This is an optimization exercise on Yosys and OpenROAD, whose aim is small area, a short achievable clock period and few clock cycles, not a production implementation. Only simulation tests tie the RTL to the original design; equivalence was not proved. Power and IR drop assume default switching activity.

--- flow/run.sh ---
#!/bin/bash
# synth_recipe.tcl (not shown) runs the flow's synth.tcl, then flattens the netlist and writes it again
# the make line also repeats each setting of config.mk as NAME=value (left out here)
make -C /OpenROAD-flow-scripts/flow DESIGN_CONFIG=/design/flow/config.mk WORK_HOME=/design/flow/orfs CLKGATE_MAP_FILE= SYNTH_SCRIPT=/design/flow/synth_recipe.tcl finish
--- flow/config.mk ---
export PLATFORM = sky130hd
export DESIGN_NAME = huffman_code_builder_unit
export DESIGN_NICKNAME = huffman_code_builder_unit
export VERILOG_FILES = /design/flow/design.v
export SDC_FILE = /design/flow/constraint.sdc
export NUM_CORES = 4
export LEC_CHECK = 0
export CAP_MARGIN = 20
export CORE_MARGIN = 2
export CORE_UTILIZATION = 40
export SLEW_MARGIN = 20
--- flow/constraint.sdc ---
create_clock -name core_clock -period 8.0 [get_ports {clk}]
set_input_delay 1.6000 -clock core_clock [delete_from_list [all_inputs] [get_ports {clk}]]
set_output_delay 1.6000 -clock core_clock [all_outputs]
set_load 0.01 [all_outputs]
--- flow/design.v ---
`default_nettype none
package hcb_pkg;
	localparam int MAX_SYMBOLS = 32;
	localparam int WEIGHT_BITS = 16;
	localparam int NODE_COUNT  = 2 * MAX_SYMBOLS - 1;
	localparam int CNT_W       = $clog2(MAX_SYMBOLS + 1);
	localparam int SIDX_W      = $clog2(MAX_SYMBOLS);
	localparam int IDX_W       = $clog2(NODE_COUNT);
	localparam int NCNT_W      = $clog2(NODE_COUNT + 1);
	localparam int SUM_W       = WEIGHT_BITS + $clog2(MAX_SYMBOLS);
	localparam int WIN_W       = (WEIGHT_BITS < 16) ? WEIGHT_BITS : 16;
	localparam int CODE_W      = 31;
	localparam int LEN_W       = 5;
	localparam int NCODE_W     = CODE_W + LEN_W;
	typedef struct packed {
		logic             vld;
		logic             live;
		logic [IDX_W-1:0] idx;
	} hcb_sample_t;
endpackage
`default_nettype wire
`default_nettype none
module hcb_ram #(
	parameter int WIDTH = 8,
	parameter int DEPTH = 32
) (
	input  wire logic                     clk,
	input  wire logic                     wr_en,
	input  wire logic [$clog2(DEPTH)-1:0] wr_addr,
	input  wire logic [WIDTH-1:0]         wr_data,
	input  wire logic [$clog2(DEPTH)-1:0] rd_addr,
	output logic      [WIDTH-1:0]         rd_data
);
	logic [WIDTH-1:0] mem_q [DEPTH];
	always_ff @(posedge clk) begin
		if (wr_en) begin
			mem_q[wr_addr] <= wr_data;
		end
		rd_data <= mem_q[rd_addr];
	end
endmodule
`default_nettype wire
`default_nettype none
module hcb_min_unit (
	input  wire logic                       clk,
	input  wire logic                       arst_n,
	input  wire logic                       clr,
	input  wire hcb_pkg::hcb_sample_t       smp,
	input  wire logic [hcb_pkg::SUM_W-1:0]  wgt,
	output logic                            best_vld_q,
	output logic [hcb_pkg::IDX_W-1:0]       best_idx_q,
	output logic [hcb_pkg::SUM_W-1:0]       best_wgt_q
);
	logic take;
	assign take = smp.vld && smp.live && (!best_vld_q || (wgt < best_wgt_q));
	always_ff @(posedge clk or negedge arst_n) begin
		if (!arst_n) begin
			best_vld_q <= 1'b0;
		end else if (clr) begin
			best_vld_q <= 1'b0;
		end else if (take) begin
			best_vld_q <= 1'b1;
		end
	end
	always_ff @(posedge clk) begin
		if (!clr && take) begin
			best_idx_q <= smp.idx;
			best_wgt_q <= wgt;
		end
	end
endmodule
`default_nettype wire
`default_nettype none
module huffman_code_builder_unit (
	input  wire logic        clk,
	input  wire logic        arst_n,
	input  wire logic        s_tvalid,
	output logic             s_tready,
	input  wire logic [23:0] s_tdata,    
	input  wire logic        s_tlast,    
	output logic             m_tvalid,
	input  wire logic        m_tready,
	output logic      [47:0] m_tdata,    
	output logic             m_tuser,    
	output logic             m_tlast     
);
	localparam int CNT_W   = hcb_pkg::CNT_W;
	localparam int SIDX_W  = hcb_pkg::SIDX_W;
	localparam int IDX_W   = hcb_pkg::IDX_W;
	localparam int NCNT_W  = hcb_pkg::NCNT_W;
	localparam int SUM_W   = hcb_pkg::SUM_W;
	localparam int CODE_W  = hcb_pkg::CODE_W;
	localparam int LEN_W   = hcb_pkg::LEN_W;
	localparam int NCODE_W = hcb_pkg::NCODE_W;
	localparam int NODES   = hcb_pkg::NODE_COUNT;
	typedef enum logic [2:0] {
		ST_LOAD, ST_SCAN, ST_TAKE, ST_WALK_RD, ST_WALK_L, ST_WALK_R, ST_EMIT_RD, ST_EMIT_CMP
	} state_t;
	state_t                       state_q;
	logic [CNT_W-1:0]             cnt_q, n_q, emitted_q;
	logic                         ovf_q, single_q, second_q;
	logic [hcb_pkg::NODE_COUNT-1:0] live_q;
	logic [NCNT_W-1:0]            next_q, idx_q;
	logic [IDX_W-1:0]             a_idx_q, root_q, node_q, r_idx_q;
	logic [SUM_W-1:0]             a_wgt_q;
	logic [CODE_W-1:0]            pc_q;
	logic [LEN_W-1:0]             len_q;
	logic [SIDX_W-1:0]            i_q;
	logic [7:0]                   s_q;
	logic                         m_vld_q, m_last_q, m_drop_q;
	logic [7:0]                   m_sym_q;
	logic [CODE_W-1:0]            m_code_q;
	logic [LEN_W-1:0]             m_len_q;
	logic                         rd_vld_s1;
	logic [IDX_W-1:0]             rd_idx_s1;
	hcb_pkg::hcb_sample_t         smp;
	logic                         best_vld;
	logic [IDX_W-1:0]             best_idx;
	logic [SUM_W-1:0]             best_wgt;
	logic                         sym_we;
	logic [SIDX_W-1:0]            sym_ra;
	logic [7:0]                   sym_rd;
	logic                         wgt_we;
	logic [IDX_W-1:0]             wgt_wa;
	logic [SUM_W-1:0]             wgt_wd, wgt_rd;
	logic                         kid_we;
	logic [2*IDX_W-1:0]           kid_rd;
	logic                         nc_we;
	logic [IDX_W-1:0]             nc_wa, nc_ra;
	logic [NCODE_W-1:0]           nc_wd, nc_rd;
	logic                         in_acc, full, scan_end, m_free, match, last_pair, at_root;
	logic                         emit_now;
	logic [CNT_W-1:0]             n_new;
	logic [NCNT_W:0]              next_p2, n_x2;
	logic [CODE_W-1:0]            pc;
	logic [LEN_W-1:0]             plen, len_n;
	assign in_acc   = s_tvalid && s_tready;
	assign full     = (cnt_q == CNT_W'(hcb_pkg::MAX_SYMBOLS));
	assign n_new    = full ? cnt_q : cnt_q + CNT_W'(1);
	assign scan_end = (idx_q == next_q) && !rd_vld_s1;
	assign next_p2  = (NCNT_W+1)'(next_q) + (NCNT_W+1)'(2);
	assign n_x2     = (NCNT_W+1)'({n_q, 1'b0});
	assign m_free   = !m_vld_q || m_tready;
	assign match    = (sym_rd == s_q);
	assign last_pair = (i_q == SIDX_W'(n_q - CNT_W'(1)));
	assign emit_now = (state_q == ST_EMIT_CMP) && match && m_free;
	assign at_root = (node_q == root_q);
	assign pc      = at_root ? '0 : nc_rd[CODE_W-1:0];
	assign plen    = at_root ? '0 : nc_rd[NCODE_W-1:CODE_W];
	assign len_n   = (plen == LEN_W'(31)) ? plen : plen + LEN_W'(1);
	assign sym_we = in_acc && !full;
	assign wgt_we = sym_we || (state_q == ST_TAKE && second_q);
	assign kid_we = (state_q == ST_TAKE) && second_q;
	assign wgt_wa = (state_q == ST_LOAD) ? IDX_W'(cnt_q) : next_q[IDX_W-1:0];
	assign wgt_wd = (state_q == ST_LOAD)
		? SUM_W'(s_tdata[8 +: hcb_pkg::WIN_W]) : a_wgt_q + best_wgt;
	assign nc_we  = (state_q == ST_WALK_L) || (state_q == ST_WALK_R);
	assign nc_wa  = (state_q == ST_WALK_L) ? kid_rd[IDX_W-1:0] : r_idx_q;
	assign nc_wd  = (state_q == ST_WALK_L) ? {len_n, pc[CODE_W-2:0], 1'b0}
		: {len_q, pc_q[CODE_W-2:0], 1'b1};
	assign nc_ra  = (state_q == ST_EMIT_RD || state_q == ST_EMIT_CMP) ? IDX_W'(i_q) : node_q;
	assign sym_ra = i_q;
	hcb_ram #(.WIDTH(8), .DEPTH(hcb_pkg::MAX_SYMBOLS)) u_sym (
		.clk, .wr_en(sym_we), .wr_addr(cnt_q[SIDX_W-1:0]), .wr_data(s_tdata[7:0]),
		.rd_addr(sym_ra), .rd_data(sym_rd)
	);
	hcb_ram #(.WIDTH(SUM_W), .DEPTH(hcb_pkg::NODE_COUNT)) u_wgt (
		.clk, .wr_en(wgt_we), .wr_addr(wgt_wa), .wr_data(wgt_wd),
		.rd_addr(idx_q[IDX_W-1:0]), .rd_data(wgt_rd)
	);
	hcb_ram #(.WIDTH(2*IDX_W), .DEPTH(hcb_pkg::NODE_COUNT)) u_kid (
		.clk, .wr_en(kid_we), .wr_addr(next_q[IDX_W-1:0]), .wr_data({best_idx, a_idx_q}),
		.rd_addr(node_q), .rd_data(kid_rd)
	);
	hcb_ram #(.WIDTH(NCODE_W), .DEPTH(hcb_pkg::NODE_COUNT)) u_ncode (
		.clk, .wr_en(nc_we), .wr_addr(nc_wa), .wr_data(nc_wd),
		.rd_addr(nc_ra), .rd_data(nc_rd)
	);
	assign smp.vld  = rd_vld_s1;
	assign smp.idx  = rd_idx_s1;
	assign smp.live = live_q[rd_idx_s1];
	hcb_min_unit u_min (
		.clk, .arst_n, .clr(state_q != ST_SCAN), .smp, .wgt(wgt_rd),
		.best_vld_q(best_vld), .best_idx_q(best_idx), .best_wgt_q(best_wgt)
	);
	always_ff @(posedge clk or negedge arst_n) begin
		if (!arst_n) begin
			state_q   <= ST_LOAD;
			cnt_q     <= '0;
			ovf_q     <= 1'b0;
			live_q    <= '0;
			rd_vld_s1 <= 1'b0;
			m_vld_q   <= 1'b0;
			second_q  <= 1'b0;
		end else begin
			if (emit_now) begin
				m_vld_q <= 1'b1;
			end else if (m_tready) begin
				m_vld_q <= 1'b0;
			end
			rd_vld_s1 <= (state_q == ST_SCAN) && (idx_q != next_q);
			unique case (state_q)
				ST_LOAD: begin
					if (in_acc) begin
						if (full) begin
							ovf_q <= 1'b1;
						end else begin
							live_q[cnt_q[IDX_W-1:0]] <= 1'b1;
							cnt_q <= cnt_q + CNT_W'(1);
						end
						if (s_tlast) begin
							n_q       <= n_new;
							next_q    <= NCNT_W'(n_new);
							idx_q     <= '0;
							second_q  <= 1'b0;
							single_q  <= (n_new == CNT_W'(1));
							s_q       <= '0;
							i_q       <= '0;
							emitted_q <= '0;
							state_q   <= (n_new == CNT_W'(1)) ? ST_EMIT_RD : ST_SCAN;
						end
					end
				end
				ST_SCAN: begin
					if (idx_q != next_q) begin
						idx_q <= idx_q + NCNT_W'(1);
					end
					if (scan_end) begin
						state_q <= ST_TAKE;
					end
				end
				ST_TAKE: begin
					idx_q <= '0;
					if (!second_q) begin
						live_q[best_idx] <= 1'b0;
						a_idx_q  <= best_idx;
						a_wgt_q  <= best_wgt;
						second_q <= 1'b1;
						state_q  <= ST_SCAN;
					end else begin
						live_q   <= (live_q & ~(NODES'(1) << best_idx))
							| (NODES'(1) << next_q[IDX_W-1:0]);
						next_q   <= next_q + NCNT_W'(1);
						second_q <= 1'b0;
						if (next_p2 < n_x2) begin
							state_q <= ST_SCAN;
						end else begin
							root_q  <= next_q[IDX_W-1:0];
							node_q  <= next_q[IDX_W-1:0];
							state_q <= ST_WALK_RD;
						end
					end
				end
				ST_WALK_RD: begin
					state_q <= ST_WALK_L;
				end
				ST_WALK_L: begin
					r_idx_q <= kid_rd[2*IDX_W-1:IDX_W];
					pc_q    <= pc;
					len_q   <= len_n;
					state_q <= ST_WALK_R;
				end
				ST_WALK_R: begin
					if (node_q == IDX_W'(n_q)) begin
						state_q <= ST_EMIT_RD;
					end else begin
						node_q  <= node_q - IDX_W'(1);
						state_q <= ST_WALK_RD;
					end
				end
				ST_EMIT_RD: begin
					state_q <= ST_EMIT_CMP;
				end
				ST_EMIT_CMP: begin
					if (!match || m_free) begin
						if (match) begin
							m_sym_q   <= s_q;
							m_code_q  <= single_q ? '0 : nc_rd[CODE_W-1:0];
							m_len_q   <= single_q ? '0 : nc_rd[NCODE_W-1:CODE_W];
							m_drop_q  <= ovf_q;
							m_last_q  <= (emitted_q == n_q - CNT_W'(1));
							emitted_q <= emitted_q + CNT_W'(1);
						end
						if (match && (emitted_q == n_q - CNT_W'(1))) begin
							cnt_q   <= '0;
							ovf_q   <= 1'b0;
							live_q  <= '0;
							state_q <= ST_LOAD;
						end else begin
							if (last_pair) begin
								i_q <= '0;
								s_q <= s_q + 8'd1;
							end else begin
								i_q <= i_q + SIDX_W'(1);
							end
							state_q <= ST_EMIT_RD;
						end
					end
				end
				default: state_q <= ST_LOAD;
			endcase
		end
	end
	always_ff @(posedge clk) begin
		rd_idx_s1 <= idx_q[IDX_W-1:0];
	end
	assign s_tready = (state_q == ST_LOAD);
	assign m_tvalid = m_vld_q;
	assign m_tdata  = {4'b0, m_len_q, m_code_q, m_sym_q};
	assign m_tuser  = m_drop_q;
	assign m_tlast  = m_last_q;
endmodule
`default_nettype wire
==> notes.md <==
Layout Cells excl Fill 17,400; Cells after DPL between 15,000 and 20,000; Layout Skew 0.116 ns; fraction of layout cells with a size suffix above 1 0.214; Worst-Skew Late Latency between 1 and 1.5 ns; Placed Area between 200,000 and 250,000 um^2; Synthesis Warnings 6; drt wl/cell approximately 30 um; post-synthesis cell count around 10,000; cts repair resizes 0; crit path time final between 5 and 6 ns; FFs w/ async S/R, synth 0.0155; crit-path max FO between 40 and 50; hold depth 0; Mapped Area just under 200,000 um^2; CTS clk-pin slew, worst paths about 0.060 ns; Setup TNS 0 ns; Req. time, crit path 6.40 ns; Ports 81; average instance area after synthesis between 15 and 20 um^2; post-detail-place hpwl between 200 and 300 mm; number of flops mapped to enable cells by yosys roughly 4,800; vias in the first global route 101,000; Final Setup Violations 0; total CTS buffers approximately 480; Worst Max-Slew Pin Slew around 1.1 ns; Die Width roughly 700 um; WL final 520 mm; Critical Path Max Stage Delay about 0.8 ns; Power Dens Cells ~330 nW/um^2; Core Util, Final 0.455; vias per inst between 5 and 6; Max clock buf depth 4; max-slew violation count 0; startpoint type of the worst setup path register; DR pass1 iterations 7; top cell type's share of synthesized area 0.736; Final Cycle Share 0.690; Synth top cells by count edfxtp_1, mux4_2, nand2_1; die footprint 495,000 um^2; P_leak around 70 nW; status complete, no violations; H-tree depth 5; Worst Hold Path EP r_idx_q[5]; DR DRC count 0; flop2flop setup slack roughly 2.7 ns; core area slightly below 500,000 um^2; CP Class reg -> out; GR Overflow Total 0; max-cap violations 0; filler instances ~40,000; drt initial violations ~13,000; maximum vdd drop approximately 0.29 mV; Critical-path top delay cell clkdlybuf4s50_1; sequential share of the synthesized area 0.754; reg2reg start state_q[2]; row count about 260; family with the most delay on the worst path buffers and inverters; Crit. End Element output port; pre-CTS setup slack roughly 2.2 ns; Critical path buffers and inverters 4; Crit Reg-Reg Endpoint u_wgt.mem_q[62][14]; endpoints failing hold 0; largest area contributor in the netlist edfxtp_1; PortBufs 76; largest net degree at the start of global routing 130; GRT Total Usage 0.206; Area Overhead vs Synth 13.3%; fin nets 10,700; via count 102,000; CP Cell Sequence or3_2 -> buf_4 -> inv_2 -> buf_4 -> clkdlybuf4s50_1; cell with the most instances after synthesis edfxtp_1; worst setup margin 2.48 ns; first-pass GRT wire length between 700 and 800 mm; GPL Wtd Cong 0.891; hold_sp u_kid.rd_data[11]; antenna violations before repair 31; top_reg_cell synth edfxtp_1; crit path DAT just under 4 ns; starting density of the core 0.402; cell depth of the worst setup path 5; Synth cell types 87; TritonCTS clock tree built; Fmax achieved between 150 and 200 MHz; Die Ht approximately 700 um; FF-to-FF path depth 8; relative slew slack 0.235; clock sink count 4,954; CTS root buf clkbuf_16; fin area 222,000 um^2; most frequent CP cell buf_4; Synth area leaders edfxtp_1, mux4_2, nand2_1; register bit total from synthesis between 4,000 and 5,000; Post-CTS Setup Inserts 0; antenna-violating nets left 0; unrepaired setup endpoints after global routing false; hold buffers post-CTS 0; Min-Delay Path Class reg -> reg
-- flip-flops by register name, indices dropped and copies added, names as in the netlist, 30 cells and up --
name	cells
u_kid.mem_q	756
u_sym.mem_q	256
u_wgt.mem_q	1323
u_ncode.rd_data	36
m_code_q	31
pc_q	30
u_ncode.mem_q	2268
live_q	63
-- area by class of cell --
| type | count | area (um^2) | area share |
|---|---|---|---|
| clock inverter | 281 | 3050 | 0.0138 |
| clock buffer | 602 | 12700 | 0.0574 |
| inverter | 66 | 248 | 0.00112 |
| antenna | 13 | 32.5 | 0.000147 |
| timing repair buffer | 387 | 3400 | 0.0154 |
| multi-input combinational | 4672 | 46500 | 0.210 |
| tap | 6450 | 8070 | 0.0364 |
| sequential | 4954 | 148000 | 0.666 |
-- where the power goes --
part / leakage, nW / internal, mW / total (mW) / switching (mW)
Clock: 7.64 / 12.9 / 22.7 / 9.74
Sequential: 44.8 / 31.3 / 32.0 / 0.665
Combinational: 17.6 / 5.73 / 17.8 / 12.0
-- worst max path at each step --
stage          startpoint              endpoint  slack [ns]
2_1_floorplan  state_q[2]  u_ncode.mem_q[0][35]        2.44
3_3_place_gp     s_tvalid   u_wgt.mem_q[42][15]        2.27
3_5_place_dp     s_tvalid   u_wgt.mem_q[43][16]        2.20
4_1_cts        state_q[2]              s_tready        2.41
5_1_grt        state_q[2]              s_tready        2.35
6_report       state_q[2]              s_tready        2.48
-- worst register-to-register path: stages, from the launching register on --
cell and delay (ns):
dfrtp_1 0.59, or3_2 0.58, buf_4 0.33, inv_2 0.20, buf_4 0.42, nand2_1 0.24, o21ai_2 0.53, nand3_1 0.94
nor2_2 1.17
-- metal layers --
metal / global-route usage / vias to the layer above / routed length [um] / part of all wire
met3: 0.0344 / 775 / 43800 / 0.084
li1: - / 42300 / - / -
met1: 0.288 / 54000 / 210000 / 0.40
met5: 0 / - / 27 / 0.000052
met4: 0.0601 / 4 / 16200 / 0.031
met2: 0.335 / 4607 / 250000 / 0.48
-- metrics by stage --
stage | power [mW] | hold WS [ns]
2_1_floorplan | 43.1 | 0.346
3_3_place_gp | 50.0 | 0.407
3_5_place_dp | 50.3 | 0.413
4_1_cts | 72.9 | 0.429
5_1_grt | 74.9 | 0.430
6_report | 72.4 | 0.422
-- layout by cell type (no fill, tap or decap), drive strengths merged, types with 83 or more instances in the layout --
cell	synthesis	final
nand2	1023	1023
mux2i	232	232
clkbuf	303	602
clkinv	3	204
nor2	427	427
edfxtp	4794	4794
nand3	438	438
dfxtp	83	83
a311oi	122	122
a21oi	90	90
buf	303	316
and3	89	89
o21ai	204	204
mux4	1059	1059
-- kinds of logic (layout without fill, tap and decap cells) --
kind of cell,Yosys count,in the layout,share of synthesized area
other cells,1,17,0.0000192
fa+ha+maj,74,74,0.00477
buf+inv,672,1336,0.0152
flops,4954,4954,0.754
mux,1334,1334,0.136
xor+xnor,90,90,0.00407
simple gates,2257,2257,0.0514
compound gates,913,913,0.0338
Testbench counts, summed over its fixed seeds: cycles 1,898,839.

## port drivers added, routing unchanged
How much do the figures lean on ideal ports? The routed layout below was timed once more, with nothing changed but the port constraints.
Step 1 assumes that a clkbuf_16 drives the clock port and a buf_2 every other input.
Step 2 adds t to the input delays and takes it off the output delays; t is the mean of the earliest and latest rising clock arrival at the registers after step 1. Input paths then give back, and output paths get back, about the clock's delay inside the block.
Slacks: ideal ports / drivers / drivers and shift; pairs: ideal ports / drivers.
shift t [ns]: 1.121
setup WS [ns]: 2.481 / 2.365 / 2.299
slew at the worst register clock pin (ns): 0.07 / 0.07
cell pins on the clock port's net: 1
After both steps setup and hold are still met in this run. For this run, drivers alone change the setup slack by -0.116 ns; drivers and shift together by -0.182 ns.
